Background: an optimization exercise with open tools, aiming at small area. Do not read the settings as production practice. At most, simulation tests tie the RTL to the original design; equivalence was not proved. The RTL of runs 4 to 6 was laid out without a check of its function. Power figures rest on the tool's default switching activity, not on a simulated workload.

[flow/run.sh]
#!/bin/bash
# Standard layout, with the port buffers made from the smallest buffer cell
# and a clock tree of small clock buffers, without dummy loads
set -euo pipefail
bash standard.sh "BUFFER_PORTS_ARGS=-buffer_cell sky130_fd_sc_hd__buf_1" \
  "CTS_ARGS=-sink_clustering_enable -repair_clock_nets -dont_use_dummy_load -buf_list sky130_fd_sc_hd__clkbuf_4 -sink_clustering_size 10 -sink_clustering_max_diameter 40" \
  finish > standard_flow.log 2>&1
[standard.sh]
#!/bin/bash
# synth_recipe.tcl (not shown) runs the flow's synth.tcl, then flattens the netlist and writes it again
# the make line also repeats each setting of config.mk as NAME=value (left out here)
make -C /OpenROAD-flow-scripts/flow DESIGN_CONFIG=/design/flow/config.mk WORK_HOME=/design/flow/orfs CLKGATE_MAP_FILE= SYNTH_SCRIPT=/design/flow/synth_recipe.tcl "${@:-finish}"
[config.mk]
export PLATFORM = sky130hd
export DESIGN_NAME = robot_cfg_top
export DESIGN_NICKNAME = robot_cfg_top
export VERILOG_FILES = /design/flow/design.v
export SDC_FILE = /design/flow/constraint.sdc
export NUM_CORES = 4
export LEC_CHECK = 0
export CAP_MARGIN = 20
export CORE_MARGIN = 2
export CORE_UTILIZATION = 40
export SLEW_MARGIN = 20
[constraint.sdc]
create_clock -name core_clock -period 10.0 [get_ports {clk}]
set_input_delay 2.0000 -clock core_clock [delete_from_list [all_inputs] [get_ports {clk}]]
set_output_delay 2.0000 -clock core_clock [all_outputs]
set_load 0.01 [all_outputs]
[design.v]
`timescale 1ns/10ps
module uart_byte_rx (
    input  logic       clk,
    input  logic       reset,
    input  logic       rxd,
    output logic       rx_valid,   
    output logic [7:0] rx_data
);
    localparam logic [7:0] IDLE = 8'h17;
    logic       rxd_meta;
    logic       rxd_s;
    logic [7:0] cnt;
    logic [7:0] shift_q;
    logic       samp;
    logic       idle;
    logic       back;
    always_ff @(posedge clk) begin
        rxd_meta <= rxd;
        rxd_s    <= rxd_meta;
    end
    assign samp = (cnt[3:0] == 4'hF);
    assign idle = (cnt == IDLE);
    assign back = idle ? rxd_s
                       : (samp && ((cnt[7:4] == 4'hA) || (cnt[7:4] == 4'h1 && rxd_s)));
    always_ff @(posedge clk or posedge reset) begin
        if (reset) cnt <= IDLE;
        else       cnt <= back ? IDLE : cnt + 1'b1;
    end
    always_ff @(posedge clk) begin
        if (samp && cnt[7:4] >= 4'h2 && cnt[7:4] <= 4'h9) shift_q <= {rxd_s, shift_q[7:1]};
    end
    assign rx_valid = samp && (cnt[7:4] == 4'hA) && rxd_s;
    assign rx_data  = shift_q;
endmodule
`timescale 1ns/10ps
module cfg_cmd_parser (
    input  logic       clk,
    input  logic       reset,
    input  logic       rx_valid,
    input  logic [7:0] rx_data,
    input  logic [4:0] phase,      
    output logic       wr_en,
    output logic       reload_req
);
    localparam logic [7:0] CMD_CANCEL     = 8'h18;
    localparam logic [7:0] CMD_PROGRAM    = 8'h24;
    localparam logic [7:0] CMD_SOFT_RESET = 8'h11;
    localparam logic [1:0] P_IDLE  = 2'd0;
    localparam logic [1:0] P_ADDR  = 2'd1;
    localparam logic [1:0] P_DATA  = 2'd2;
    localparam logic [1:0] P_WRITE = 2'd3;   
    logic [1:0] state;
    logic [4:0] addr_q;    
    logic       is_cancel;
    logic       hit;
    assign is_cancel = (rx_data == CMD_CANCEL);
    assign hit       = (phase == addr_q);
    always_ff @(posedge clk or posedge reset) begin
        if (reset) begin
            state <= P_IDLE;
        end else begin
            case (state)
                P_IDLE:  if (rx_valid && rx_data == CMD_PROGRAM) state <= P_ADDR;
                P_ADDR:  if (rx_valid) state <= is_cancel ? P_IDLE : P_DATA;
                P_DATA:  if (rx_valid) state <= is_cancel ? P_IDLE : P_WRITE;
                default: if (hit || addr_q == 5'd31) state <= P_IDLE;
            endcase
        end
    end
    always_ff @(posedge clk) begin
        if (state == P_ADDR && rx_valid) addr_q <= (rx_data < 8'd22) ? rx_data[4:0] : 5'd31;
    end
    assign wr_en      = (state == P_WRITE) && hit;
    assign reload_req = rx_valid && (state == P_IDLE) && (rx_data == CMD_SOFT_RESET);
endmodule
`timescale 1ns/10ps
module cfg_byte_ram #(
    parameter int DEPTH = 22
) (
    input  logic               clk,
    input  logic               reset,
    input  logic               wr_en,     
    input  logic [7:0]         wr_data,
    output logic [4:0]         phase,     
    output logic [DEPTH*8-1:0] bytes      
);
    logic [7:0] ring [DEPTH];
    logic       clr;
    logic       wrap;
    assign wrap = (phase == 5'(DEPTH - 1));
    always_ff @(posedge clk or posedge reset) begin
        if (reset) begin
            phase <= '0;
            clr   <= 1'b1;
        end else begin
            phase <= wrap ? '0 : phase + 1'b1;
            if (wrap) clr <= 1'b0;
        end
    end
    always_ff @(posedge clk) begin
        for (int k = 0; k < DEPTH - 1; k++) ring[k] <= ring[k+1];
        ring[DEPTH-1] <= wr_en ? wr_data : (clr ? 8'h00 : ring[0]);
    end
    always_comb begin
        for (int k = 0; k < DEPTH; k++) bytes[8*k +: 8] = ring[k];
    end
endmodule
`timescale 1ns/10ps
module cfg_loader (
    input  logic         clk,
    input  logic         reset,
    input  logic         load_start,
    input  logic         reload_req,
    input  logic [4:0]   phase,
    input  logic [175:0] bytes,
    output logic [175:0] cfg,
    output logic         load_done
);
    logic         pend;
    logic         go;       
    logic         hold;     
    logic         want;
    logic [175:0] rec;
    assign want = load_start || reload_req || pend;
    always_ff @(posedge clk or posedge reset) begin
        if (reset) begin
            pend      <= 1'b0;
            go        <= 1'b0;
            hold      <= 1'b0;
            load_done <= 1'b0;
        end else begin
            pend      <= want && !go;
            go        <= want && (phase == 5'd21);
            hold      <= !(want && (phase == 5'd21));
            load_done <= go;
        end
    end
    assign rec = {bytes[  0 +: 32],    
                  bytes[ 32 +: 32],    
                  bytes[ 64 +: 32],    
                  bytes[ 96 +: 32],    
                  bytes[128 +: 16],    
                  bytes[144 +: 16],    
                  bytes[160 +:  8],    
                  bytes[168 +:  8]};   
    always_ff @(posedge clk) begin
        cfg <= ({176{go}} & rec) | ({176{hold}} & cfg);
    end
endmodule
`timescale 1ns/10ps
module robot_cfg_top (
    input  logic         clk,
    input  logic         reset,
    input  logic         uart_rxd,
    input  logic         load_start,
    output logic [175:0] cfg,
    output logic         load_done
);
    logic         rx_valid;
    logic [7:0]   rx_data;
    logic         wr_en;
    logic         reload_req;
    logic [4:0]   phase;
    logic [175:0] bytes;
    uart_byte_rx u_rx (
        .clk      (clk),
        .reset    (reset),
        .rxd      (uart_rxd),
        .rx_valid (rx_valid),
        .rx_data  (rx_data)
    );
    cfg_cmd_parser u_parser (
        .clk        (clk),
        .reset      (reset),
        .rx_valid   (rx_valid),
        .rx_data    (rx_data),
        .phase      (phase),
        .wr_en      (wr_en),
        .reload_req (reload_req)
    );
    cfg_byte_ram u_ram (
        .clk     (clk),
        .reset   (reset),
        .wr_en   (wr_en),
        .wr_data (rx_data),
        .phase   (phase),
        .bytes   (bytes)
    );
    cfg_loader u_loader (
        .clk        (clk),
        .reset      (reset),
        .load_start (load_start),
        .reload_req (reload_req),
        .phase      (phase),
        .bytes      (bytes),
        .cfg        (cfg),
        .load_done  (load_done)
    );
endmodule
==> results of run 1 <==
-- flip-flops by register name, indices dropped and copies added, names as in the netlist --
signal	count
u_rx.rxd_meta	1
u_rx.cnt	8
u_loader.hold	1
u_parser.state	2
u_loader.pend	1
u_ram.ring	176
u_loader.go	1
u_loader.load_done	1
u_ram.phase	5
u_loader.cfg	176
u_rx.rxd_s	1
u_ram.clr	1
u_parser.addr_q	5
u_rx.shift_q	8
-- cells in the mapped netlist (2+ instances only) --
library cell	count	area, um^2
a21o_1	2	15.0
a22o_1	177	1550
a31oi_1	2	12.5
buf_1	5	18.8
clkbuf_1	35	131
dfrtp_1	15	375
dfstp_2	5	131
dfxtp_1	354	7090
edfxtp_1	13	390
ha_1	3	37.5
inv_1	4	15.0
mux2_2	7	78.8
mux2i_1	2	20.0
nand2_1	11	41.3
nand2b_1	9	56.3
nand3_1	7	35.0
nand4b_1	2	17.5
nor2_1	15	56.3
nor2b_1	11	68.8
nor3_1	2	10.0
nor4_1	2	12.5
o21ai_0	2	10.0
xnor2_1	9	78.8
xor2_1	4	35.0
-- report_power, final --
part | total (mW) | internal, mW | switching [mW]
logic | 0.0573 | 0.0276 | 0.0297
clock network | 0.671 | 0.221 | 0.450
registers | 1.60 | 1.58 | 0.0253
-- area by class of cell --
cell class | instances | area (um^2)
fillers | 2422 | 14100
inverters | 4 | 15.0
repair buffers | 182 | 691
multi-input cells | 284 | 2280
well taps | 335 | 419
flip-flops and latches | 387 | 7990
clock buffers | 48 | 360
diodes | 1 | 2.50
-- per-layer routing --
layer,vias to the layer above,track usage
met4,0,0.0505
met1,2909,0.206
li1,2964,-
met2,191,0.220
met5,-,0
met3,35,0.0500
-- cells by family (layout without fill, tap and decap cells) --
| group | after synthesis | after routing | share of synthesized area |
|---|---|---|---|
| other | 0 | 1 | 0 |
| adders and majority gates | 3 | 3 | 0.00360 |
| xor gates and xnor gates | 13 | 13 | 0.0109 |
| muxes | 9 | 9 | 0.00947 |
| AOI/OAI and AO/OA | 191 | 191 | 0.158 |
| and+or+nand+nor | 68 | 68 | 0.0367 |
| buffers and inverters | 45 | 234 | 0.0163 |
| DFF | 387 | 387 | 0.765 |
-- stage by stage --
| step | worst slack [ns] | hold slack (ns) |
|---|---|---|
| floorplan | 7.60 | 0.310 |
| global placement | 7.28 | 0.318 |
| detailed placement | 7.25 | 0.325 |
| CTS | 6.70 | 0.267 |
| global route | 6.65 | 0.259 |
| finish | 6.77 | 0.265 |
-- path summary, 6_finish.rpt --
| check | start | to | cells past startpoint |
|---|---|---|---|
| worst min-delay path | u_rx.rxd_meta | u_rx.rxd_s | 0 |
| max in group asynchronous | reset | u_loader.go | 2 |
| worst max register to register | u_loader.hold | u_loader.cfg[103] | 2 |
| min in group asynchronous | reset | u_parser.state[1] | 2 |
| worst max-delay path | u_loader.cfg[175] | cfg[175] | 1 |
| worst min register to register | u_rx.rxd_meta | u_rx.rxd_s | 0 |
==> run_results.csv, run 1 <==
group,metric,value,unit
outcome,status,"no timing/DRC/antenna violations",
finish,nets,914,
timing,maxSlewHeadroom,0.279,
timing,hold_viol_final,0,
floorplan,core.rowCount,59,
setup_path,r2r_slack,7.63,ns
cts,post-cts-setup-buffer-count,0,
placed_design,port_buffers,180,
placed_design,hpwlAfterDp,13.5,mm
cts,path_clk_slew,0.10,ns
timing,fin_tns_setup,0,ns
placed_design,gp_congestion,0.787,
power_and_ir_drop,vdd_ir_drop_max,0.0939,mV
placed_design,place_area,11400,um^2
routing,routed_wirelength,21.1,mm
timing,grt_setup_unrepaired,"no",
flow_run,max_cap_violations,0,
placed_design,dpl.cell_count,1192,
finish,post-route-util,0.455,
power_and_ir_drop,p_leak,4.51,nW
routing,routed.top_layer,"met4",
floorplan,start_util,0.404,
timing,worst_slew_pin_slew,1.07,ns
timing,setup_viol,0,
routing,drc,0,
setup_path,critPathBufInv,1,
power_and_ir_drop,p_per_area,198,nW/um^2
floorplan,pin_count,181,
min_path,holdCritPathClass,"flip-flop to flip-flop",
yosys,yosysSeqAreaShare,0.765,
setup_path,critPathRequiredTime,8.00,ns
yosys,synth_warnings,5,
setup_path,crit_slowest_cell,"dfxtp_1",
timing,fin_crit_sh,0.323,
floorplan,die_w,166,um
yosys,async_flop_share,0.0517,
routing,drtIter0Drc,436,
setup_path,start_kind,"flip-flop",
routing,drt_pass1_iterations,4,
floorplan,die_h,166,um
cts,cts.path.max_buffers,3,
yosys,avgSynthCellArea,14.6,um^2
cts,post_cts_resized,0,
yosys,synthDistinctLibCells,42,
finish,final_common_cell,"dfxtp_1",
yosys,ys.flop_type,"dfxtp_1",
setup_path,cp-end-kind,"output port",
finish,layout_common_cells,"dfxtp_1 (354), buf_1 (180), a22o_1 (177)",
yosys,synth_area,10400,um^2
cts,cts_max_level,2,
cts,cts_sinks,387,
setup_path,path_class,"flip-flop to output port",
global_route,track_usage,0.149,
yosys,synth-edff-count,13,
yosys,synthCells,716,
finish,finalNonFillerCells,1241,
routing,antenna_left,0,
routing,met3_length,1.71,mm
setup_path,cp_top_family,"flip-flops",
routing,wl_met2,8.89,mm
global_route,grt_pass1_vias,5967,
timing,min_period,3.23,ns
global_route,antenna_found_initial,1,
cts,cts_hold_buf,0,
floorplan,core-area,25800,um^2
floorplan,die_area,27400,um^2
global_route,grt_pass1_wl,32.5,mm
power_and_ir_drop,power,2.33,mW
global_route,grt.overflow.total,0,
global_route,grt_max_degree,96,
yosys,ys_seq_elements,387,
setup_path,crit_chain,"buf_1",
timing,fmax,309,MHz
cts,cts_tree,"done",
setup_path,slowest_delay,0.37,ns
routing,wl_per_cell,17.0,um
cts,cts_buffers,48,
routing,wirelength_met1,10.1,mm
setup_path,arrival,1.23,ns
setup_path,crit_fanout,2,
cts,cts-root-buf,"clkbuf_4",
timing,slew_violations,0,
finish,postLayoutCellArea,11800,um^2
timing,fin_skew,0.0929,ns
yosys,syn_nets,723,
finish,drive_gt1_frac,0.0762,
routing,viasPerCell,4.91,
cts,clock_latency,0.65,ns
finish,area_growth,12.7,%
routing,vias,6099,
==> run 2: changes to the inputs <==
==> flow/run.sh (replaced) <==
#!/bin/bash
# Standard layout, with the port buffers made from the smallest buffer cell
set -euo pipefail
bash standard.sh "BUFFER_PORTS_ARGS=-buffer_cell sky130_fd_sc_hd__buf_1" finish > standard_flow.log 2>&1
--- a/config.mk
+++ b/config.mk
@@ -10,2 +10,3 @@
 export CORE_UTILIZATION = 40
+export CTS_BUF_LIST = sky130_fd_sc_hd__clkbuf_4
 export SLEW_MARGIN = 20
==> run 2 against run 1 <==
Clock skew down 0.048 ns. Routed wire length up 2.9%. Critical path type unchanged. Design area up 7.4%. Hold slack better by 0.047 ns. Non-clock buffer count unchanged. Core utilization up 3.4 points. Synthesized area unchanged. Still clean on timing, DRC and antenna. Register-to-register slack about the same.
==> run_results.csv, run 2 <==
group,metric,value,unit
outcome,status,"no timing/DRC/antenna violations",
timing,worst_slew_pin_slew,1.07,ns
cts,path_clk_slew,0.07,ns
yosys,synth-edff-count,13,
yosys,synthMostInstantiatedCell,"dfxtp_1",
cts,cts-root-buf,"clkbuf_4",
setup_path,critPathBufInv,1,
setup_path,crit_chain,"buf_1",
finish,final_common_cell,"dfxtp_1",
min_path,holdCritPathClass,"flip-flop to flip-flop",
timing,maxSlewHeadroom,0.281,
cts,clock_latency,0.68,ns
yosys,syn_nets,723,
floorplan,die_h,166,um
timing,fmax,308,MHz
timing,fin_tns_setup,0,ns
routing,antenna_left,0,
global_route,gr-max-usage-layer,"met2",
yosys,ys_seq_elements,387,
timing,fin_skew,0.0449,ns
routing,drc,0,
yosys,synth_warnings,5,
global_route,grt_pass1_vias,6352,
setup_path,critPathRequiredTime,8.00,ns
cts,post_cts_resized,0,
floorplan,start_util,0.404,
routing,drtIter0Drc,373,
floorplan,pin_count,181,
timing,hold_viol_final,0,
setup_path,start_kind,"flip-flop",
finish,nets,961,
cts,cts_tree,"done",
yosys,synth_top_cell_by_area,"dfxtp_1",
placed_design,place_area,11400,um^2
flow_run,max_cap_violations,0,
setup_path,crit_fanout,2,
setup_path,path_class,"flip-flop to output port",
timing,min_period,3.25,ns
power_and_ir_drop,p_leak,5.02,nW
cts,post-cts-setup-buffer-count,0,
yosys,synth_top_area_frac,0.679,
power_and_ir_drop,vdd_ir_drop_max,0.119,mV
global_route,grt_max_degree,96,
finish,postLayoutCellArea,12600,um^2
cts,cts_sinks,387,
yosys,ys.flop_type,"dfxtp_1",
global_route,grtUsageMet2,0.229,
placed_design,dpl.cell_count,1192,
floorplan,die_w,166,um
setup_path,arrival,1.25,ns
global_route,grt_pass1_wl,33.8,mm
yosys,synth_area,10400,um^2
floorplan,die_area,27400,um^2
placed_design,hpwlAfterDp,13.5,mm
global_route,track_usage,0.156,
routing,routed_wirelength,21.7,mm
yosys,yosys-top-cells-count,"dfxtp_1 (354), a22o_1 (177), clkbuf_1 (35), dfrtp_1 (15), nor2_1 (15)",
floorplan,core.rowCount,59,
timing,fin_crit_sh,0.325,
yosys,synthCells,716,
placed_design,port_buffers,180,
cts,cts.path.max_buffers,3,
cts,cts_buffers,95,
yosys,async_flop_share,0.0517,
setup_path,cp_top_family,"flip-flops",
finish,finalNonFillerCells,1364,
finish,multiInputGateArea,2280,um^2
global_route,grt_use_met3,0.0604,
power_and_ir_drop,p_per_area,233,nW/um^2
cts,cts_hold_buf,0,
setup_path,crit_slowest_cell,"dfxtp_1",
finish,layout_common_cells,"dfxtp_1 (354), buf_1 (180), a22o_1 (177)",
floorplan,core-area,25800,um^2
finish,final-seq-area,7990,um^2
placed_design,gp_congestion,0.787,
yosys,yosysSeqAreaShare,0.765,
finish,reg_top3,"u_loader.cfg (176), u_ram.ring (176)",
finish,nFillCells,2365,
finish,area_growth,21.1,%
yosys,avgSynthCellArea,14.6,um^2
global_route,grt.overflow.total,0,
timing,slew_violations,0,
yosys,synthDistinctLibCells,42,
setup_path,cp-end-kind,"output port",
routing,vias,6396,
setup_path,slowest_delay,0.34,ns
finish,drive_gt1_frac,0.171,
timing,grt_setup_unrepaired,"no",
timing,setup_viol,0,
routing,viasPerCell,4.69,
routing,drt_pass1_iterations,4,
global_route,use_met1,0.204,
yosys,synth.area.top_cells,"dfxtp_1 (68%), a22o_1 (15%), edfxtp_1 (3.7%), dfrtp_1 (3.6%), clkbuf_1 (1.3%)",
global_route,antenna_found_initial,1,
routing,wl_per_cell,15.9,um
cts,cts_max_level,3,
run 2: cell counts after synthesis:
Identical to the previous run, type by type.
run 2: logic make-up (layout without fill, tap and decap cells):
logic type / after synthesis / in the layout / share of synthesized area
adders and majority gates: 3 / 3 / 0.00360
and+or+nand+nor: 68 / 68 / 0.0367
DFF: 387 / 387 / 0.765
xor gates and xnor gates: 13 / 13 / 0.0109
buffers and inverters: 45 / 356 / 0.0163
other: 0 / 2 / 0
AOI/OAI and AO/OA: 191 / 191 / 0.158
muxes: 9 / 9 / 0.00947
run 2: worst paths after layout:
kind                                      to  slack [ns]  depth (start not counted)              from
setup / recovery                     cfg[34]        6.75                          1  u_loader.cfg[34]
setup reg to reg            u_loader.cfg[96]        7.63                          2     u_loader.hold
hold reg to reg             u_ram.ring[4][0]        0.31                          0  u_ram.ring[5][0]
min in group asynchronous  u_parser.state[0]        1.43                          2             reset
max in group asynchronous        u_loader.go        7.99                          2             reset
hold / removal              u_ram.ring[4][0]        0.31                          0  u_ram.ring[5][0]
run 2: through the flow:
| stage | util | hold WS (ns) | setup slack (ns) | total power [mW] |
|---|---|---|---|---|
| after floorplan | - | 0.310 | 7.60 | 1.68 |
| after global placement | 0.441 | 0.318 | 7.28 | 1.69 |
| after detailed placement | 0.441 | 0.325 | 7.25 | 1.69 |
| after CTS | 0.489 | 0.305 | 6.67 | 2.98 |
| after global routing | 0.489 | 0.301 | 6.64 | 3.08 |
| final | 0.489 | 0.312 | 6.75 | 2.94 |
run 2: metal layers:
metal  vias up  part of all wire
met5         -                 0
met4         0             0.019
met3        33             0.078
met2       201              0.43
met1      3026              0.47
li1       3136                 -
run 2: power breakdown:
group / switching, mW / internal, mW / leakage, nW
logic: 0.0295 / 0.0276 / 1.08
registers: 0.0255 / 1.58 / 3.20
clock network: 0.589 / 0.693 / 0.739
total: 0.644 / 2.30 / 5.02
run 2: worst register-to-register path, cell delays in order, from the launching register on:
cell and delay (ns):
dfrtp_4 1.02, buf_4 0.99, a22o_1 0.30
run 2: final cells by class:
cell class | instances | area share
sequential | 387 | 0.632
timing repair buffer | 182 | 0.0546
inverter | 4 | 0.00119
clock buffer | 146 | 0.0867
multi-input combinational | 284 | 0.181
tap | 335 | 0.0332
antenna | 2 | 0.000396
clock inverter | 24 | 0.0109
==> run 3: changes to the inputs <==
==> run.sh (new file) <==
#!/bin/bash
# synth_recipe.tcl (not shown) runs the flow's synth.tcl, then flattens the netlist and writes it again
# the make line also repeats each setting of config.mk as NAME=value (left out here)
make -C /OpenROAD-flow-scripts/flow DESIGN_CONFIG=/design/flow/config.mk WORK_HOME=/design/flow/orfs CLKGATE_MAP_FILE= SYNTH_SCRIPT=/design/flow/synth_recipe.tcl finish
removed: flow/run.sh
removed: standard.sh
==> run 3 against run 2 <==
Sequential share of layout area down 4.9 points. Non-clock buffer count unchanged. Still clean. Critical path depth unchanged. Combinational power about the same. Critical path type unchanged. Largest power group unchanged. Maximum frequency down 10%.
==> run_results.csv, run 3 <==
group,metric,value,unit
outcome,status,"no timing/DRC/antenna violations",
finish,nets,960,
cts,post-cts-setup-buffer-count,0,
power_and_ir_drop,power_switching,0.639,mW
timing,fmax,277,MHz
yosys,synthMostInstantiatedCell,"dfxtp_1",
floorplan,start_util,0.404,
routing,drtIter0Drc,355,
yosys,syn_nets,723,
cts,cts-root-buf,"clkbuf_4",
routing,antenna_left,0,
placed_design,gp_congestion,0.758,
timing,min_period,3.61,ns
yosys,ys_seq_elements,387,
finish,final_common_cell,"dfxtp_1",
yosys,synth_area,10400,um^2
cts,path_clk_slew,0.06,ns
power_and_ir_drop,combPwrFrac,0.020,
timing,slew_violations,0,
global_route,grt_max_degree,99,
yosys,synth_top_cell_by_area,"dfxtp_1",
min_path,whs_path_depth,0,
yosys,async_flop_share,0.0517,
yosys,yosys-top-cells-count,"dfxtp_1 (354), a22o_1 (177), clkbuf_1 (35), dfrtp_1 (15), nor2_1 (15)",
setup_path,arrival,1.61,ns
setup_path,start_kind,"flip-flop",
setup_path,cp_num_cells,1,
yosys,avgSynthCellArea,14.6,um^2
routing,viasPerCell,4.73,
power_and_ir_drop,pwr-share-clk,0.429,
timing,hold_viol_final,0,
floorplan,die_area,27400,um^2
floorplan,die_w,166,um
setup_path,crit_fanout,2,
setup_path,path_class,"flip-flop to output port",
setup_path,crit_chain,"clkdlybuf4s50_1",
setup_path,rr_worst_depth,2,
global_route,track_usage,0.163,
routing,vias,6400,
floorplan,core-area,25800,um^2
floorplan,pin_count,181,
floorplan,core.rowCount,59,
setup_path,r2r_slack,7.68,ns
yosys,synth-edff-count,13,
global_route,grt.overflow.total,0,
cts,cts.path.max_buffers,3,
setup_path,crit_slowest_cell,"clkdlybuf4s50_1",
setup_path,cp_top_family,"buffers and inverters",
finish,layout_common_cells,"dfxtp_1 (354), clkdlybuf4s50_1 (180), a22o_1 (177)",
floorplan,die_h,166,um
placed_design,port_buffers,180,
setup_path,critPathRequiredTime,8.00,ns
yosys,ys.flop_type,"dfxtp_1",
finish,post-route-util,0.530,
power_and_ir_drop,p_per_area,212,nW/um^2
routing,wl_per_cell,16.7,um
timing,fin_crit_sh,0.361,
routing,drt_pass1_iterations,4,
global_route,grt_pass1_wl,34.7,mm
cts,cts_hold_buf,0,
routing,drc,0,
yosys,yosysSeqAreaShare,0.765,
finish,drive_gt1_frac,0.162,
cts,post_cts_resized,0,
setup_path,cp-end-kind,"output port",
global_route,grt_pass1_vias,6394,
timing,worst_slew_pin_slew,1.07,ns
cts,clock_latency,0.69,ns
timing,fin_skew,0.0460,ns
cts,cts_max_level,3,
cts,cts_sinks,387,
yosys,synth.area.top_cells,"dfxtp_1 (68%), a22o_1 (15%), edfxtp_1 (3.7%), dfrtp_1 (3.6%), clkbuf_1 (1.3%)",
cts,cts_tree,"done",
finish,area_growth,31.3,%
placed_design,hpwlAfterDp,14.1,mm
cts,cts_buffers,94,
timing,fin_tns_setup,0,ns
power_and_ir_drop,p_leak,5.37,nW
finish,reg_top3,"u_loader.cfg (176), u_ram.ring (176)",
setup_path,critPathBufInv,1,
yosys,synth_warnings,5,
routing,routed_wirelength,22.5,mm
timing,setup_viol,0,
finish,nFillCells,2251,
global_route,antenna_found_initial,1,
power_and_ir_drop,p_seq_frac,0.552,
yosys,synthCells,716,
power_and_ir_drop,swShare,0.220,
timing,grt_setup_unrepaired,"no",
flow_run,max_cap_violations,0,
power_and_ir_drop,power,2.90,mW
yosys,synthDistinctLibCells,42,
yosys,synth_top_area_frac,0.679,
min_path,holdCritPathClass,"flip-flop to flip-flop",
setup_path,slowest_delay,0.58,ns
timing,maxSlewHeadroom,0.285,
power_and_ir_drop,vdd_ir_drop_max,0.0917,mV
power_and_ir_drop,p_int,2.27,mW
[run 3: cell counts after synthesis]
Identical to the previous run, type by type.
[run 3: path summary, 6_finish.rpt]
kind,from,to
setup / recovery,u_loader.cfg[45],cfg[45]
hold / removal,u_ram.ring[1][0],u_ram.ring[0][0]
setup reg to reg,u_loader.go,u_loader.cfg[77]
hold reg to reg,u_ram.ring[1][0],u_ram.ring[0][0]
max in group asynchronous,reset,u_loader.hold
min in group asynchronous,reset,u_rx.cnt[6]
[run 3: cell families (layout without fill, tap and decap cells)]
group / after synthesis / after routing / synth area share
adder cells (fa/ha/maj): 3 / 3 / 0.00360
buffers and inverters: 45 / 344 / 0.0163
flip-flops: 387 / 387 / 0.765
XOR/XNOR: 13 / 13 / 0.0109
AO/OA/AOI/OAI: 191 / 191 / 0.158
multiplexers: 9 / 9 / 0.00947
AND/OR/NAND/NOR: 68 / 68 / 0.0367
other: 0 / 2 / 0
[run 3: metrics by stage]
step                hold slack (ns)  setup slack [ns]  cells  instance area [um^2]
floorplan                     0.310              7.60    716                 10400
global placement              0.313              6.92   1192                 12500
detailed placement            0.313              6.91   1192                 12500
CTS                           0.331              6.32   1350                 13700
global route                  0.322              6.26   1352                 13700
finish                        0.334              6.39   1352                 13700
[run 3: per-layer routing]
layer,GRT usage,part of all wire
met1,0.216,0.46
met2,0.236,0.44
met3,0.0744,0.085
met4,0.0560,0.014
met5,0,0
[run 3: worst reg2reg max path: stages (launching register included)]
cell	delay, ns
dfrtp_4	0.98
buf_4	0.94
a22o_1	0.36
[run 3: final cells by class]
class	count	area [um^2]	area share
diodes	2	5.00	0.000365
well taps	335	419	0.0306
inverters	4	15.0	0.00110
flip-flops and latches	387	7990	0.583
repair buffers	182	1820	0.133
clock buffers	132	991	0.0723
multi-input cells	284	2290	0.167
clock inverters	26	173	0.0126
[run 3: power groups by stage]
stage,clock [mW],combinational [mW],sequential [mW]
2_1_floorplan,0,0.0525,1.63
3_3_place_gp,0,0.0563,1.64
3_5_place_dp,0,0.0577,1.64
4_1_cts,1.29,0.0575,1.60
5_1_grt,1.38,0.0655,1.61
6_report,1.24,0.0575,1.60
==> run 4: changes to the inputs <==
--- a/design.v
+++ b/design.v
@@ -84,2 +84,3 @@
     output logic [4:0]         phase,     
+    output logic               ready,     
     output logic [DEPTH*8-1:0] bytes      
@@ -103,2 +104,3 @@
     end
+    assign ready = !clr;
     always_comb begin
@@ -114,2 +116,3 @@
     input  logic [4:0]   phase,
+    input  logic         ready,
     input  logic [175:0] bytes,
@@ -119,7 +122,6 @@
     logic         pend;
-    logic         go;       
-    logic         hold;     
-    logic         want;
+    logic         go;
+    logic         hold;
     logic [175:0] rec;
-    assign want = load_start || reload_req || pend;
+    assign go = pend && ready && (phase == 5'd0);
     always_ff @(posedge clk or posedge reset) begin
@@ -127,9 +129,5 @@
             pend      <= 1'b0;
-            go        <= 1'b0;
-            hold      <= 1'b0;
             load_done <= 1'b0;
         end else begin
-            pend      <= want && !go;
-            go        <= want && (phase == 5'd21);
-            hold      <= !(want && (phase == 5'd21));
+            pend      <= load_start || reload_req || (pend && !go);
             load_done <= go;
@@ -145,2 +143,3 @@
                   bytes[168 +:  8]};   
+    assign hold = !go && !reset;
     always_ff @(posedge clk) begin
@@ -163,2 +162,3 @@
     logic [4:0]   phase;
+    logic         ready;
     logic [175:0] bytes;
@@ -186,2 +186,3 @@
         .phase   (phase),
+        .ready   (ready),
         .bytes   (bytes)
@@ -194,2 +195,3 @@
         .phase      (phase),
+        .ready      (ready),
         .bytes      (bytes),
--- a/config.mk
+++ b/config.mk
@@ -10,3 +10,2 @@
 export CORE_UTILIZATION = 40
-export CTS_BUF_LIST = sky130_fd_sc_hd__clkbuf_4
 export SLEW_MARGIN = 20
==> run 4 against run 3 <==
Largest cell class unchanged. Worst setup slack got worse by 0.21 ns. Largest power group unchanged. Count of clock-buffer cells in the layout decreased by 72. Maximum frequency decreased by 5.6%. Die area increased by 8.3%. Sequential power about the same. Via count increased by 19%. Clock skew decreased by 0.034 ns. Sequential share of layout area decreased by 3.5 points.
==> run_results.csv, run 4 <==
group,metric,value,unit
finish,num_antenna_cells,0,
timing,fin_crit_sh,0.382,
global_route,grt_pass1_vias,7403,
setup_path,cp-end-kind,"flip-flop",
floorplan,die_w,172,um
setup_path,arrival,4.26,ns
power_and_ir_drop,p_seq_frac,0.522,
yosys,async_flop_share,0.0468,
timing,slew_violations,0,
cts,cts-root-buf,"clkbuf_16",
routing,drtIter0Drc,549,
yosys,synth_top_cell_by_area,"dfxtp_1",
cts,cts_max_level,2,
routing,drc,0,
timing,maxSlewHeadroom,0.257,
power_and_ir_drop,p_leak,6.18,nW
power_and_ir_drop,swShare,0.206,
yosys,synthCells,1082,
placed_design,gp_congestion,0.791,
finish,post-route-util,0.520,
yosys,yosys-top-cells-count,"nand2_1 (359), dfxtp_1 (354), nand3_1 (185), buf_6 (20)",
floorplan,die_h,172,um
setup_path,r2r_slack,7.07,ns
setup_path,slowest_delay,0.77,ns
floorplan,start_util,0.406,
placed_design,port_buffers,180,
outcome,status,"no timing/DRC/antenna violations",
floorplan,pin_count,181,
timing,min_period,3.82,ns
yosys,ys_seq_elements,385,
finish,final_common_cell,"nand2_1",
yosys,yosysSeqAreaShare,0.701,
routing,drt_pass1_iterations,4,
finish,layout_common_cells,"nand2_1 (359), dfxtp_1 (354), nand3_1 (185)",
cts,clock_latency,0.51,ns
power_and_ir_drop,p_int,2.42,mW
yosys,synthMostInstantiatedCell,"nand2_1",
yosys,synthDistinctLibCells,49,
yosys,synth_warnings,5,
cts,cts.path.max_buffers,3,
finish,reg_top3,"u_loader.cfg (176), u_ram.ring (176)",
global_route,grt.overflow.total,0,
finish,drive_gt1_frac,0.0635,
timing,hold_viol_final,0,
power_and_ir_drop,pwr-share-clk,0.456,
setup_path,crit_fanout,116,
flow_run,max_cap_violations,0,
routing,antenna_left,0,
min_path,holdCritPathClass,"flip-flop to flip-flop",
yosys,ys.flop_type,"dfxtp_1",
timing,fmax,262,MHz
global_route,antenna_found_initial,0,
timing,fin_skew,0.0118,ns
timing,fin_tns_setup,0,ns
cts,cts_buffers,40,
yosys,synth-edff-count,13,
routing,routed_wirelength,24.9,mm
placed_design,hpwlAfterDp,15.5,mm
finish,nets,1256,
power_and_ir_drop,power,3.05,mW
floorplan,core.rowCount,61,
power_and_ir_drop,combPwrFrac,0.021,
setup_path,start_kind,"primary input",
power_and_ir_drop,power_switching,0.628,mW
power_and_ir_drop,vdd_ir_drop_max,0.126,mV
floorplan,die_area,29700,um^2
routing,wl_per_cell,15.1,um
yosys,synth.area.top_cells,"dfxtp_1 (63%), nand2_1 (12%), nand3_1 (8.2%), edfxtp_1 (3.4%), dfrtp_1 (2.9%)",
setup_path,crit_chain,"clkdlybuf4s50_1, inv_6, buf_4, nand3_1, nand2_1",
routing,viasPerCell,4.61,
cts,post_cts_resized,0,
setup_path,path_class,"primary input to flip-flop",
cts,cts_sinks,385,
global_route,grt_pass1_wl,39.3,mm
yosys,synth_area,11300,um^2
global_route,track_usage,0.166,
cts,post-cts-setup-buffer-count,0,
global_route,grt_max_degree,117,
setup_path,crit_slowest_cell,"buf_4",
timing,setup_viol,0,
setup_path,critPathRequiredTime,10.44,ns
yosys,synth_top_area_frac,0.626,
timing,grt_setup_unrepaired,"no",
timing,worst_slew_pin_slew,1.11,ns
yosys,syn_nets,1090,
cts,cts_tree,"done",
cts,cts_hold_buf,0,
yosys,avgSynthCellArea,10.5,um^2
floorplan,core-area,27900,um^2
finish,area_growth,27.9,%
power_and_ir_drop,p_per_area,210,nW/um^2
cts,path_clk_slew,0.06,ns
routing,vias,7614,
run 4: cell families after synthesis:
| logic type | after synthesis | synth area share |
|---|---|---|
| xor gates and xnor gates | 13 | 0.0101 |
| buffers and inverters | 66 | 0.0388 |
| adders and majority gates | 4 | 0.00442 |
| and+or+nand+nor | 586 | 0.226 |
| AOI/OAI and AO/OA | 19 | 0.0113 |
| DFF | 385 | 0.701 |
| muxes | 9 | 0.00873 |
run 4: power groups by stage:
stage               Combinational, mW  Clock (mW)  Sequential [mW]
finish                         0.0650        1.39             1.59
floorplan                      0.0534           0             1.62
global route                   0.0737        1.49             1.59
detailed placement             0.0659           0             1.62
CTS                            0.0663        1.43             1.59
global placement               0.0638           0             1.62
run 4: metal layers:
metal / part of all wire / vias up / GRT usage
li1: - / 3842 / -
met1: 0.47 / 3519 / 0.230
met2: 0.44 / 214 / 0.257
met3: 0.061 / 39 / 0.0401
met4: 0.023 / 0 / 0.0552
met5: 0 / - / 0
run 4: cell type report:
cell class / count / area (um^2)
Multi-Input combinational cell: 631 / 2960
Clock inverter: 9 / 60.1
Inverter: 6 / 32.5
Sequential cell: 385 / 7930
Timing Repair Buffer: 184 / 1840
Clock buffer: 60 / 1190
Tap cell: 378 / 473
Fill cell: 2521 / 13400
run 4: critical path, delay by kind of cell:
family        cells  cell delay (ns)
simple gates      2             0.31
buf+inv           3             1.89
run 4: path summary, 6_finish.rpt:
check	depth (start not counted)	to	from
min in group asynchronous	2	u_rx.cnt[7]	reset
min	0	u_rx.rxd_s	u_rx.rxd_meta
max in group asynchronous	3	u_loader.load_done	reset
min reg2reg	0	u_rx.rxd_s	u_rx.rxd_meta
max reg2reg	7	u_loader.cfg[137]	u_ram.phase[0]
max	5	u_loader.cfg[137]	reset
run 4: per-stage QoR:
step | cells | hold slack [ns] | setup slack, ns | instance area, um^2
after floorplan | 1082 | 0.310 | 6.90 | 11300
after global placement | 1584 | 0.315 | 5.66 | 13200
after detailed placement | 1584 | 0.318 | 5.66 | 13200
after CTS | 1653 | 0.332 | 6.14 | 14500
after global routing | 1653 | 0.343 | 6.02 | 14500
final | 1653 | 0.330 | 6.18 | 14500
==> run 5: changes to the inputs <==
--- a/design.v
+++ b/design.v
@@ -8,3 +8,2 @@
 );
-    localparam logic [7:0] IDLE = 8'h17;
     logic       rxd_meta;
@@ -14,3 +13,3 @@
     logic       samp;
-    logic       idle;
+    logic       stop;
     logic       back;
@@ -20,14 +19,13 @@
     end
-    assign samp = (cnt[3:0] == 4'hF);
-    assign idle = (cnt == IDLE);
-    assign back = idle ? rxd_s
-                       : (samp && ((cnt[7:4] == 4'hA) || (cnt[7:4] == 4'h1 && rxd_s)));
-    always_ff @(posedge clk or posedge reset) begin
-        if (reset) cnt <= IDLE;
-        else       cnt <= back ? IDLE : cnt + 1'b1;
+    assign samp = (cnt[3:0] == 4'h8);
+    assign stop = cnt[7] && cnt[4];           
+    assign back = (cnt == 8'h00) ? rxd_s
+                                 : (samp && (stop || (cnt[7:4] == 4'h0 && rxd_s)));
+    always_ff @(posedge clk) begin
+        cnt <= (back || reset) ? 8'h00 : cnt + 1'b1;
     end
     always_ff @(posedge clk) begin
-        if (samp && cnt[7:4] >= 4'h2 && cnt[7:4] <= 4'h9) shift_q <= {rxd_s, shift_q[7:1]};
+        if (samp && cnt[7:4] != 4'h0 && !stop) shift_q <= {rxd_s, shift_q[7:1]};
     end
-    assign rx_valid = samp && (cnt[7:4] == 4'hA) && rxd_s;
+    assign rx_valid = samp && stop && rxd_s;
     assign rx_data  = shift_q;
@@ -57,3 +55,3 @@
     assign hit       = (phase == addr_q);
-    always_ff @(posedge clk or posedge reset) begin
+    always_ff @(posedge clk) begin
         if (reset) begin
@@ -84,3 +82,2 @@
     output logic [4:0]         phase,     
-    output logic               ready,     
     output logic [DEPTH*8-1:0] bytes      
@@ -91,3 +88,3 @@
     assign wrap = (phase == 5'(DEPTH - 1));
-    always_ff @(posedge clk or posedge reset) begin
+    always_ff @(posedge clk) begin
         if (reset) begin
@@ -104,3 +101,2 @@
     end
-    assign ready = !clr;
     always_comb begin
@@ -116,3 +112,2 @@
     input  logic [4:0]   phase,
-    input  logic         ready,
     input  logic [175:0] bytes,
@@ -122,14 +117,18 @@
     logic         pend;
-    logic         go;
-    logic         hold;
+    logic         go;       
+    logic         hold;     
+    logic         want;
     logic [175:0] rec;
-    assign go = pend && ready && (phase == 5'd0);
-    always_ff @(posedge clk or posedge reset) begin
+    assign want = load_start || reload_req || pend;
+    always_ff @(posedge clk) begin
         if (reset) begin
-            pend      <= 1'b0;
-            load_done <= 1'b0;
+            pend <= 1'b0;
+            go   <= 1'b0;
+            hold <= 1'b0;
         end else begin
-            pend      <= load_start || reload_req || (pend && !go);
-            load_done <= go;
+            pend <= want && !go;
+            go   <= want && (phase == 5'd21);
+            hold <= !(want && (phase == 5'd21));
         end
+        load_done <= go;
     end
@@ -143,3 +142,2 @@
                   bytes[168 +:  8]};   
-    assign hold = !go && !reset;
     always_ff @(posedge clk) begin
@@ -162,3 +160,2 @@
     logic [4:0]   phase;
-    logic         ready;
     logic [175:0] bytes;
@@ -186,3 +183,2 @@
         .phase   (phase),
-        .ready   (ready),
         .bytes   (bytes)
@@ -195,3 +191,2 @@
         .phase      (phase),
-        .ready      (ready),
         .bytes      (bytes),
==> flow/run.sh (new file) <==
#!/bin/bash
# Standard layout, with the port buffers made from the smallest buffer cell
# and a clock tree of small clock buffers, without dummy loads
set -euo pipefail
bash standard.sh "BUFFER_PORTS_ARGS=-buffer_cell sky130_fd_sc_hd__buf_1" \
  "CTS_ARGS=-sink_clustering_enable -repair_clock_nets -dont_use_dummy_load -buf_list sky130_fd_sc_hd__clkbuf_4 -sink_clustering_size 10 -sink_clustering_max_diameter 40" \
  finish > standard_flow.log 2>&1
==> standard.sh (new file) <==
#!/bin/bash
# synth_recipe.tcl (not shown) runs the flow's synth.tcl, then flattens the netlist and writes it again
# the make line also repeats each setting of config.mk as NAME=value (left out here)
make -C /OpenROAD-flow-scripts/flow DESIGN_CONFIG=/design/flow/config.mk WORK_HOME=/design/flow/orfs CLKGATE_MAP_FILE= SYNTH_SCRIPT=/design/flow/synth_recipe.tcl "${@:-finish}"
--- a/config.mk
+++ b/config.mk
@@ -9,3 +9,4 @@
 export CORE_MARGIN = 2
-export CORE_UTILIZATION = 40
+export CORE_UTILIZATION = 60
+export PLACE_DENSITY = 0.85
 export SLEW_MARGIN = 20
removed: run.sh
==> run 5 against run 4 <==
Via count down 20%. Critical endpoint is now cfg[81]. Final cell count decreased by 32%. Critical path depth fell by 4. Core utilization is 16 points higher. Clock skew rose by 0.068 ns. Critical path type is now flip-flop to output port. Hold slack got worse by 0.037 ns. First-iteration DRC count decreased by 49%. Global-route usage grew 4.1 points. Worst setup slack better by 0.60 ns. Largest power group unchanged. Highest routed layer unchanged.
==> run_results.csv, run 5 <==
group,metric,value,unit
yosys,synthDistinctLibCells,47,
routing,drt_pass1_iterations,4,
timing,min_period,3.23,ns
yosys,synth_warnings,5,
setup_path,critPathBufInv,1,
finish,nets,915,
cts,cts_max_level,2,
power_and_ir_drop,p_int,1.77,mW
placed_design,gp_congestion,0.819,
floorplan,core-area,17100,um^2
cts,path_clk_slew,0.10,ns
global_route,track_usage,0.207,
timing,fin_skew,0.0801,ns
placed_design,port_buffers,180,
routing,viasPerCell,5.39,
yosys,synthMuxAreaShare,0.00865,
yosys,synth_top_area_frac,0.719,
cts,post-cts-setup-buffer-count,0,
setup_path,crit_fanout,2,
power_and_ir_drop,p_leak,4.39,nW
routing,drc,0,
yosys,syn_nets,729,
global_route,grt_pass1_vias,5954,
yosys,ys.flop_type,"dfxtp_1",
timing,hold_ws,0.292,ns
yosys,async_flop_share,0,
yosys,yosysSeqAreaShare,0.756,
setup_path,crit_slowest_cell,"dfxtp_1",
yosys,yosys-top-cells-count,"dfxtp_1 (374), a22o_1 (176), clkbuf_1 (38), nor2_1 (19), edfxtp_1 (13)",
finish,reg_top3,"u_loader.cfg (176), u_ram.ring (176)",
floorplan,die_area,18400,um^2
power_and_ir_drop,vdd_ir_drop_max,0.114,mV
floorplan,start_util,0.609,
floorplan,pin_count,181,
power_and_ir_drop,pwr-share-clk,0.292,
finish,drive_gt1_frac,0.0773,
setup_path,crit_chain,"buf_1",
power_and_ir_drop,power,2.22,mW
placed_design,place_area,11200,um^2
outcome,status,"no timing/DRC/antenna violations",
timing,fin_crit_sh,0.323,
cts,post_cts_resized,0,
timing,maxSlewHeadroom,0.271,
setup_path,arrival,1.23,ns
global_route,grt_pass1_wl,30.5,mm
yosys,synth_top_cell_by_area,"dfxtp_1",
yosys,synth_xor_area_frac,0.0118,
timing,fin_tns_setup,0,ns
routing,routed_wirelength,19.7,mm
timing,setup_viol,0,
timing,fmax,310,MHz
yosys,synthAdderAreaFrac,0.00480,
yosys,ys_seq_elements,387,
global_route,grt.overflow.total,0,
power_and_ir_drop,p_per_area,192,nW/um^2
setup_path,cp-end-kind,"output port",
finish,layout_common_cells,"dfxtp_1 (372), buf_1 (180), a22o_1 (176)",
min_path,holdCritPathClass,"flip-flop to flip-flop",
floorplan,die_h,136,um
yosys,synth_compound_area_frac,0.163,
finish,post-route-util,0.676,
cts,cts_buffers,46,
timing,slew_violations,0,
finish,postLayoutCellArea,11600,um^2
power_and_ir_drop,power_switching,0.457,mW
global_route,grt_max_degree,109,
routing,vias,6096,
routing,wl_per_cell,17.4,um
yosys,synth_area,10400,um^2
yosys,synth.area.top_cells,"dfxtp_1 (72%), a22o_1 (15%), edfxtp_1 (3.7%), clkbuf_1 (1.4%), mux2_2 (0.86%)",
setup_path,critPathRequiredTime,8.00,ns
routing,antenna_left,0,
yosys,synth-edff-count,13,
setup_path,start_kind,"flip-flop",
finish,area_growth,11.1,%
global_route,antenna_found_initial,1,
yosys,synth_top_family_by_area,"compound AO/OA/AOI/OAI gates",
cts,clock_latency,0.66,ns
power_and_ir_drop,swShare,0.205,
routing,drtIter0Drc,282,
cts,cts_hold_buf,0,
floorplan,die_w,136,um
cts,cts-root-buf,"clkbuf_4",
cts,cts.path.max_buffers,3,
yosys,avgSynthCellArea,14.4,um^2
yosys,synth-simple-area-share,0.0378,
floorplan,core.rowCount,48,
setup_path,cp_top_family,"flip-flops",
timing,worst_slew_pin_slew,1.09,ns
flow_run,max_cap_violations,0,
finish,final_common_cell,"dfxtp_1",
cts,cts_tree,"done",
yosys,synthMostInstantiatedCell,"dfxtp_1",
setup_path,slowest_delay,0.35,ns
timing,grt_setup_unrepaired,"no",
placed_design,hpwlAfterDp,12.9,mm
timing,hold_viol_final,0,
power_and_ir_drop,combPwrFrac,0.008,
power_and_ir_drop,p_seq_frac,0.700,
yosys,synthCells,721,
setup_path,path_class,"flip-flop to output port",
cts,cts_sinks,387,
==> run 5: worst paths after layout <==
path | from | endpoint | slack (ns) | cells past startpoint
worst max-delay path | u_loader.cfg[81] | cfg[81] | 6.77 | 1
worst min-delay path | u_rx.rxd_meta | u_rx.rxd_s | 0.29 | 0
worst max register to register | u_loader.go | u_loader.cfg[75] | 7.83 | 2
worst min register to register | u_rx.rxd_meta | u_rx.rxd_s | 0.29 | 0
==> run 5: cell type report <==
| class | instances | area [um^2] |
|---|---|---|
| Inverter | 4 | 15.0 |
| Tap cell | 225 | 282 |
| Multi-Input combinational cell | 286 | 2360 |
| Clock buffer | 46 | 345 |
| Antenna cell | 1 | 2.50 |
| Sequential cell | 387 | 7890 |
| Fill cell | 1213 | 5540 |
| Timing Repair Buffer | 182 | 691 |
==> run 5: stage by stage <==
stage / std cells / worst slack (ns)
3_3_place_gp: 1084 / 6.96
6_report: 1131 / 6.77
4_1_cts: 1130 / 6.73
2_1_floorplan: 721 / 7.04
3_5_place_dp: 1084 / 6.93
5_1_grt: 1131 / 6.68
==> run 5: cells by family after synthesis <==
| family | Yosys count |
|---|---|
| mux | 8 |
| xor+xnor | 14 |
| buf+inv | 48 |
| fa+ha+maj | 4 |
| compound gates | 195 |
| simple gates | 65 |
| flops | 387 |
==> run 5: power groups by stage <==
stage | combinational (mW) | sequential [mW] | clock (mW)
after global placement | 0.0178 | 1.59 | 0
after detailed placement | 0.0186 | 1.59 | 0
after floorplan | 0.0184 | 1.59 | 0
final | 0.0183 | 1.56 | 0.649
after global routing | 0.0203 | 1.56 | 0.728
after CTS | 0.0187 | 1.56 | 0.666
==> run 5: per-layer routing <==
layer  wire length, um  vias up  GRT usage
met4               409        0     0.0723
met3              1460       36     0.0640
li1                  -     2963          -
met2              9030      195      0.323
met1              8760     2902      0.275
met5                 0        -          0
==> run 6: changes to the inputs <==
--- a/config.mk
+++ b/config.mk
@@ -9,4 +9,3 @@
 export CORE_MARGIN = 2
-export CORE_UTILIZATION = 60
-export PLACE_DENSITY = 0.85
+export CORE_UTILIZATION = 40
 export SLEW_MARGIN = 20
==> run 6 against run 5 <==
Sequential power about the same. Non-clock buffer count is the same. First-iteration DRC count rose by 35%. Core utilization fell by 22 points. Sequential share of layout area is 0.93 points lower. Routed wire length increased by 5.3%. Hold slack improved by 0.030 ns. Global-route usage fell by 5.9 points. Register-to-register slack lost 0.08 ns. Worst setup slack worse by 0.0051 ns. Synthesized cell count unchanged. Die area up 48%.
==> run_results.csv, run 6 <==
group,metric,value,unit
cts,cts_max_level,2,
global_route,grt_pass1_wl,31.9,mm
yosys,ys_seq_elements,387,
timing,setup_viol,0,
finish,drive_gt1_frac,0.0804,
floorplan,die_h,165,um
yosys,yosys-top-cells-count,"dfxtp_1 (374), a22o_1 (176), clkbuf_1 (38), nor2_1 (19), edfxtp_1 (13)",
min_path,whs_path_depth,0,
yosys,synth_area,10400,um^2
setup_path,crit_slowest_cell,"dfxtp_1",
min_path,holdPathEnd,"u_ram.ring[15][3]",
setup_path,critPathRequiredTime,8.00,ns
finish,area_growth,12.7,%
setup_path,cp-end-kind,"output port",
cts,clock_latency,0.67,ns
routing,routed_wirelength,20.7,mm
yosys,synth_top_area_frac,0.719,
yosys,synth.area.top_cells,"dfxtp_1 (72%), a22o_1 (15%), edfxtp_1 (3.7%), clkbuf_1 (1.4%), mux2_2 (0.86%)",
cts,cts.path.max_buffers,3,
finish,multiInputGateArea,2360,um^2
setup_path,crit_fanout,2,
floorplan,die_w,165,um
finish,nFillCells,2360,
floorplan,core.rowCount,59,
power_and_ir_drop,p_leak,4.41,nW
finish,final-seq-area,7890,um^2
yosys,synthMostInstantiatedCell,"dfxtp_1",
flow_run,max_cap_violations,0,
setup_path,r2r_slack,7.75,ns
cts,cts-root-buf,"clkbuf_4",
min_path,min_from,"u_ram.ring[16][3]",
finish,reg_top3,"u_loader.cfg (176), u_ram.ring (176)",
finish,finalNonFillerCells,1244,
power_and_ir_drop,p_int,1.78,mW
timing,maxSlewHeadroom,0.320,
global_route,grt.overflow.total,0,
cts,cts_tree,"done",
cts,post-cts-setup-buffer-count,0,
setup_path,arrival,1.23,ns
routing,antenna_left,0,
placed_design,gp_congestion,0.794,
routing,drt_pass1_iterations,4,
finish,final_common_cell,"dfxtp_1",
yosys,synth_top_cell_by_area,"dfxtp_1",
cts,cts_buffers,49,
placed_design,port_buffers,180,
floorplan,core-area,25800,um^2
power_and_ir_drop,pwr-share-clk,0.301,
setup_path,critPathBufInv,1,
timing,fin_tns_setup,0,ns
power_and_ir_drop,swShare,0.210,
global_route,grt_max_degree,99,
yosys,synth_warnings,5,
outcome,status,"no timing/DRC/antenna violations",
finish,nets,918,
power_and_ir_drop,power_switching,0.474,mW
routing,drtIter0Drc,380,
setup_path,start_kind,"flip-flop",
power_and_ir_drop,combPwrFrac,0.007,
routing,drc,0,
setup_path,r2r-end,"u_loader.cfg[64]",
cts,path_clk_slew,0.10,ns
placed_design,dpl_worst_slack,6.94,ns
yosys,yosysSeqAreaShare,0.756,
timing,hold_viol_final,0,
global_route,grt_pass1_vias,5836,
yosys,synthDistinctLibCells,47,
floorplan,start_util,0.403,
setup_path,slowest_delay,0.34,ns
timing,fin_skew,0.0646,ns
routing,viasPerCell,4.84,
placed_design,hpwlAfterDp,13.2,mm
timing,worst_slew_pin_slew,1.02,ns
setup_path,cp_top_family,"flip-flops",
yosys,synth-edff-count,13,
timing,fin_crit_sh,0.323,
floorplan,pin_count,181,
setup_path,r2r_start,"u_loader.hold",
global_route,antenna_found_initial,1,
power_and_ir_drop,p_per_area,192,nW/um^2
cts,cts_sinks,387,
min_path,holdCritPathClass,"flip-flop to flip-flop",
routing,vias,6023,
cts,cts_hold_buf,0,
global_route,track_usage,0.148,
setup_path,path_class,"flip-flop to output port",
yosys,synthCells,721,
yosys,async_flop_share,0,
routing,wl_per_cell,16.6,um
power_and_ir_drop,vdd_ir_drop_max,0.103,mV
timing,fmax,310,MHz
yosys,syn_nets,729,
timing,fin_ws,6.77,ns
cts,post_cts_resized,0,
yosys,avgSynthCellArea,14.4,um^2
timing,grt_setup_unrepaired,"no",
timing,slew_violations,0,
placed_design,dpl.cell_count,1194,
setup_path,crit_chain,"buf_1",
power_and_ir_drop,p_seq_frac,0.691,
timing,min_period,3.23,ns
finish,layout_common_cells,"dfxtp_1 (372), buf_1 (180), a22o_1 (176)",
floorplan,die_area,27300,um^2
placed_design,place_area,11400,um^2
yosys,ys.flop_type,"dfxtp_1",
setup_path,rr_worst_depth,2,
finish,postLayoutCellArea,11700,um^2
## run 6: cell counts after synthesis
No cell type changed its count.
## run 6: layout make-up
| cell class | count | area share |
|---|---|---|
| sequential | 387 | 0.672 |
| inverter | 4 | 0.00128 |
| timing repair buffer | 182 | 0.0588 |
| antenna | 1 | 0.000213 |
| clock buffer | 49 | 0.0313 |
| multi-input combinational | 286 | 0.201 |
| tap | 335 | 0.0357 |
## run 6: worst register-to-register path, cell delays in order (launching register included)
cell and delay (ns):
dfxtp_4 1.00, buf_4 0.91, a22o_1 0.29
## run 6: worst max-delay path by stage
stage                            startpoint                 to  slack, ns  cells past startpoint
after floorplan                       reset  u_parser.state[0]       7.04                      4
after global placement                reset  u_parser.state[0]       6.95                      4
after detailed placement              reset  u_parser.state[0]       6.94                      4
after CTS                 u_loader.cfg[108]           cfg[108]       6.70                      1
after global routing       u_loader.cfg[44]            cfg[44]       6.64                      1
final                      u_loader.cfg[76]            cfg[76]       6.77                      1
## run 6: power groups by stage
stage                     combinational (mW)  sequential [mW]  clock [mW]
after floorplan                       0.0184             1.59           0
after CTS                             0.0172             1.56       0.714
after global placement                0.0170             1.59           0
after detailed placement              0.0171             1.59           0
after global routing                  0.0197             1.56       0.780
final                                 0.0169             1.56       0.679
## run 6: through the flow
step | hold WS [ns] | power, mW | utilization
after floorplan | 0.310 | 1.61 | -
after global placement | 0.312 | 1.61 | 0.440
after detailed placement | 0.314 | 1.61 | 0.440
after CTS | 0.320 | 2.29 | 0.454
after global routing | 0.325 | 2.36 | 0.454
final | 0.323 | 2.25 | 0.454
## run 6: cell families (layout without fill, tap and decap cells)
group                    Yosys count  in the layout  synth area share
XOR/XNOR                          14             14            0.0118
AND/OR/NAND/NOR                   65             65            0.0378
buffers and inverters             48            235            0.0175
multiplexers                       8              8           0.00865
other                              0              1                 0
AO/OA/AOI/OAI                    195            195             0.163
flip-flops                       387            387             0.756
adder cells (fa/ha/maj)            4              4           0.00480
## run 6: routing by layer
metal	up-vias	wire [um]	GRT usage	part of all wire
met5	-	0	0	0
met3	41	1610	0.0527	0.078
met2	170	8920	0.217	0.43
met1	2837	9710	0.203	0.47
li1	2975	-	-	-
met4	0	469	0.0509	0.023
==> run 7: changes to the inputs <==
--- a/design.v
+++ b/design.v
@@ -45,8 +45,9 @@
     localparam logic [7:0] CMD_SOFT_RESET = 8'h11;
-    localparam logic [1:0] P_IDLE  = 2'd0;
-    localparam logic [1:0] P_ADDR  = 2'd1;
-    localparam logic [1:0] P_DATA  = 2'd2;
-    localparam logic [1:0] P_WRITE = 2'd3;   
-    logic [1:0] state;
-    logic [4:0] addr_q;    
+    localparam logic [2:0] P_IDLE  = 3'd0;
+    localparam logic [2:0] P_ADDR  = 3'd1;
+    localparam logic [2:0] P_DATA  = 3'd2;
+    localparam logic [2:0] P_WRITE = 3'd3;   
+    localparam logic [2:0] P_DROP  = 3'd4;   
+    logic [2:0] state;
+    logic [4:0] addr_q;
     logic       is_cancel;
@@ -61,5 +62,6 @@
                 P_IDLE:  if (rx_valid && rx_data == CMD_PROGRAM) state <= P_ADDR;
-                P_ADDR:  if (rx_valid) state <= is_cancel ? P_IDLE : P_DATA;
+                P_ADDR:  if (rx_valid) state <= is_cancel ? P_IDLE : (rx_data < 8'd22) ? P_DATA : P_DROP;
                 P_DATA:  if (rx_valid) state <= is_cancel ? P_IDLE : P_WRITE;
-                default: if (hit || addr_q == 5'd31) state <= P_IDLE;
+                P_WRITE: if (hit) state <= P_IDLE;
+                default: if (rx_valid) state <= P_IDLE;
             endcase
@@ -68,3 +70,3 @@
     always_ff @(posedge clk) begin
-        if (state == P_ADDR && rx_valid) addr_q <= (rx_data < 8'd22) ? rx_data[4:0] : 5'd31;
+        if (state == P_ADDR && rx_valid) addr_q <= rx_data[4:0];
     end
@@ -87,2 +89,3 @@
     logic       wrap;
+    logic       keep;     
     assign wrap = (phase == 5'(DEPTH - 1));
@@ -97,5 +100,6 @@
     end
+    assign keep = !(wr_en || clr);
     always_ff @(posedge clk) begin
         for (int k = 0; k < DEPTH - 1; k++) ring[k] <= ring[k+1];
-        ring[DEPTH-1] <= wr_en ? wr_data : (clr ? 8'h00 : ring[0]);
+        ring[DEPTH-1] <= ({8{wr_en}} & wr_data) | ({8{keep}} & ring[0]);
     end
--- a/config.mk
+++ b/config.mk
@@ -9,3 +9,4 @@
 export CORE_MARGIN = 2
-export CORE_UTILIZATION = 40
+export CORE_UTILIZATION = 60
+export PLACE_DENSITY = 0.85
 export SLEW_MARGIN = 20
==> run 7 against run 6 <==
Still clean on timing, DRC and antenna. Synthesized area fell by 0.49%. Count of clock-buffer cells in the layout shrank 4. Via count is 1.1% higher. First-iteration DRC count shrank 9.5%. Critical path depth stayed put. Largest cell class unchanged.
==> run_results.csv, run 7 <==
group,metric,value,unit
outcome,status,"no timing/DRC/antenna violations",
yosys,synthCells,714,
global_route,grt_max_degree,106,
power_and_ir_drop,p_leak,4.37,nW
setup_path,start_kind,"flip-flop",
timing,hold_viol_final,0,
yosys,synth.area.top_cells,"dfxtp_1 (72%), a22o_1 (15%), edfxtp_1 (3.8%), clkbuf_1 (1.3%), mux2_2 (0.76%)",
flow_run,max_cap_violations,0,
yosys,ys_seq_elements,388,
setup_path,cp_top_family,"flip-flops",
yosys,synthMostInstantiatedCell,"dfxtp_1",
finish,final-seq-area,7910,um^2
timing,slew_violations,0,
yosys,synth_top_area_frac,0.724,
power_and_ir_drop,p_per_area,192,nW/um^2
setup_path,crit_fanout,2,
cts,post_cts_resized,0,
routing,wl_per_cell,17.7,um
yosys,yosys-top-cells-count,"dfxtp_1 (375), a22o_1 (176), clkbuf_1 (37), nor2_1 (17), edfxtp_1 (13)",
setup_path,critPathBufInv,1,
yosys,avgSynthCellArea,14.5,um^2
setup_path,r2r_slack,7.83,ns
timing,maxSlewHeadroom,0.288,
power_and_ir_drop,power,2.22,mW
setup_path,cp-end-kind,"output port",
timing,fmax,309,MHz
finish,multiInputGateArea,2290,um^2
cts,cts_sinks,388,
finish,final_common_cell,"dfxtp_1",
timing,setup_viol,0,
power_and_ir_drop,vdd_ir_drop_max,0.115,mV
finish,layout_common_cells,"dfxtp_1 (373), buf_1 (180), a22o_1 (176)",
global_route,grt.overflow.total,0,
placed_design,gp_congestion,0.841,
yosys,synth-edff-count,13,
floorplan,start_util,0.606,
placed_design,port_buffers,180,
routing,routed_wirelength,19.9,mm
yosys,synth_warnings,5,
routing,antenna_left,0,
finish,reg_top3,"u_loader.cfg (176), u_ram.ring (176)",
yosys,async_flop_share,0,
finish,area_growth,11.5,%
global_route,track_usage,0.210,
setup_path,arrival,1.24,ns
timing,worst_slew_pin_slew,1.07,ns
cts,cts.path.max_buffers,3,
timing,grt_setup_unrepaired,"no",
floorplan,core-area,17100,um^2
cts,cts_hold_buf,0,
finish,nets,911,
timing,fin_ws,6.76,ns
cts,cts_max_level,2,
routing,vias,6090,
global_route,grt_pass1_vias,5896,
placed_design,hpwlAfterDp,13.0,mm
timing,min_period,3.24,ns
cts,clock_latency,0.67,ns
global_route,grt_pass1_wl,30.4,mm
yosys,synthDistinctLibCells,41,
finish,nFillCells,1218,
timing,fin_skew,0.0610,ns
global_route,antenna_found_initial,1,
floorplan,die_h,135,um
routing,drtIter0Drc,344,
placed_design,dpl.cell_count,1080,
floorplan,core.rowCount,48,
setup_path,path_class,"flip-flop to output port",
cts,cts_buffers,45,
timing,fin_crit_sh,0.324,
setup_path,critPathRequiredTime,8.00,ns
cts,path_clk_slew,0.09,ns
floorplan,die_area,18300,um^2
yosys,synth_top_cell_by_area,"dfxtp_1",
setup_path,crit_chain,"buf_1",
timing,fin_tns_setup,0,ns
finish,drive_gt1_frac,0.0677,
min_path,holdCritPathClass,"flip-flop to flip-flop",
yosys,syn_nets,722,
routing,viasPerCell,5.40,
placed_design,dpl_worst_slack,7.21,ns
finish,finalNonFillerCells,1127,
yosys,synth_area,10400,um^2
routing,drc,0,
cts,cts-root-buf,"clkbuf_4",
setup_path,slowest_delay,0.35,ns
setup_path,crit_slowest_cell,"dfxtp_1",
yosys,ys.flop_type,"dfxtp_1",
yosys,yosysSeqAreaShare,0.762,
cts,cts_tree,"done",
cts,post-cts-setup-buffer-count,0,
floorplan,die_w,135,um
floorplan,pin_count,181,
routing,drt_pass1_iterations,6,
## run 7: changes by cell type after synthesis, moves of 2 or more
| cell | previous run | this run |
|---|---|---|
| nor2b_1 | 10 | 8 |
| nand2b_1 | 2 | 5 |
| nor2_1 | 19 | 17 |
| a21oi_1 | 1 | 3 |
| nand3b_1 | 0 | 2 |
| nand2_1 | 5 | 1 |
| mux2i_1 | 0 | 4 |
| a211o_1 | 3 | 0 |
| clkbuf_2 | 2 | 0 |
| nand3_1 | 8 | 6 |
| a41oi_1 | 2 | 0 |
## run 7: through the flow
stage           util  hold WS [ns]  cell area, um^2
2_1_floorplan      -         0.310            10400
3_3_place_gp   0.654         0.311            11200
3_5_place_dp   0.654         0.315            11200
6_report       0.675         0.300            11600
4_1_cts        0.673         0.302            11500
5_1_grt        0.675         0.316            11600
## run 7: cell families (layout without fill, tap and decap cells)
| group | Yosys count | count (layout) | share of synthesized area |
|---|---|---|---|
| mux | 11 | 11 | 0.0115 |
| xor+xnor | 14 | 14 | 0.0118 |
| compound gates | 190 | 190 | 0.158 |
| other cells | 0 | 1 | 0 |
| fa+ha+maj | 4 | 4 | 0.00483 |
| simple gates | 61 | 61 | 0.0348 |
| buf+inv | 46 | 233 | 0.0168 |
| flops | 388 | 388 | 0.762 |
## run 7: area by class of cell
class                   instances  share of cell area
flip-flops and latches        388               0.684
inverters                       5             0.00162
well taps                     225              0.0244
repair buffers                183              0.0621
clock buffers                  45              0.0292
multi-input cells             280               0.198
diodes                          1            0.000217
## run 7: worst paths after layout
kind / cells past startpoint / endpoint / start
setup / recovery: 1 / cfg[81] / u_loader.cfg[81]
hold / removal: 0 / u_ram.ring[16][0] / u_ram.ring[17][0]
setup reg to reg: 2 / u_loader.cfg[156] / u_loader.hold
hold reg to reg: 0 / u_ram.ring[16][0] / u_ram.ring[17][0]
## run 7: per-layer routing
layer,up-vias,routed length [um],global-route usage
li1,2950,-,-
met2,200,8900,0.318
met3,45,1440,0.0677
met5,-,0,0
met4,0,537,0.0856
met1,2895,9040,0.281
## run 7: report_power, final
group / leakage [nW] / internal (mW) / switching, mW
logic: 1.03 / 0.00489 / 0.0122
clock network: 0.207 / 0.208 / 0.438
registers: 3.14 / 1.55 / 0.00755
total: 4.37 / 1.77 / 0.457

what the ideal ports hide:
The results above use ideal ports. As a check the final layouts listed here were re-extracted and re-timed, cells and wires unchanged. Step 1, drivers: a clkbuf_16 drives clk and a buf_2 each remaining input, both assumed. Step 2 moves the port delays by t, midway between the first and last clock arrival at a register: inputs arrive t later, outputs are due t later. That takes back most of the time a late clock gives input paths. a / b / c = ideal / step 1 / step 2; a / b = the first two.
run	t (ns)	setup WS [ns]	worst setup path at the end	clock arrival spread, ns	slew at the worst register clock pin (ns)
run 1	0.658	6.768 / 6.725 / 7.361	input, reset recovery	0.115 / 0.115	0.11 / 0.11
run 2	0.711	6.751 / 6.706 / 7.308	input, reset recovery	0.070 / 0.070	0.07 / 0.07
run 3	0.713	6.391 / 6.346 / 6.967	input, reset recovery	0.046 / 0.046	0.07 / 0.07
run 4	0.548	6.178 / 6.201 / 5.653	input to register	0.013 / 0.013	0.06 / 0.06
run 5	0.661	6.774 / 6.737 / 6.917	input to register	0.081 / 0.081	0.11 / 0.11
run 6	0.678	6.769 / 6.729 / 6.923	input to register	0.065 / 0.065	0.10 / 0.10
run 7	0.664	6.765 / 6.726 / 7.192	input to register	0.081 / 0.081	0.11 / 0.11
After both steps setup and hold are still met in every run listed. The setup slack of run 4, which loses most, moves by +0.023 ns with the drivers and by -0.525 ns with both steps. Setup slack includes reset recovery checks.
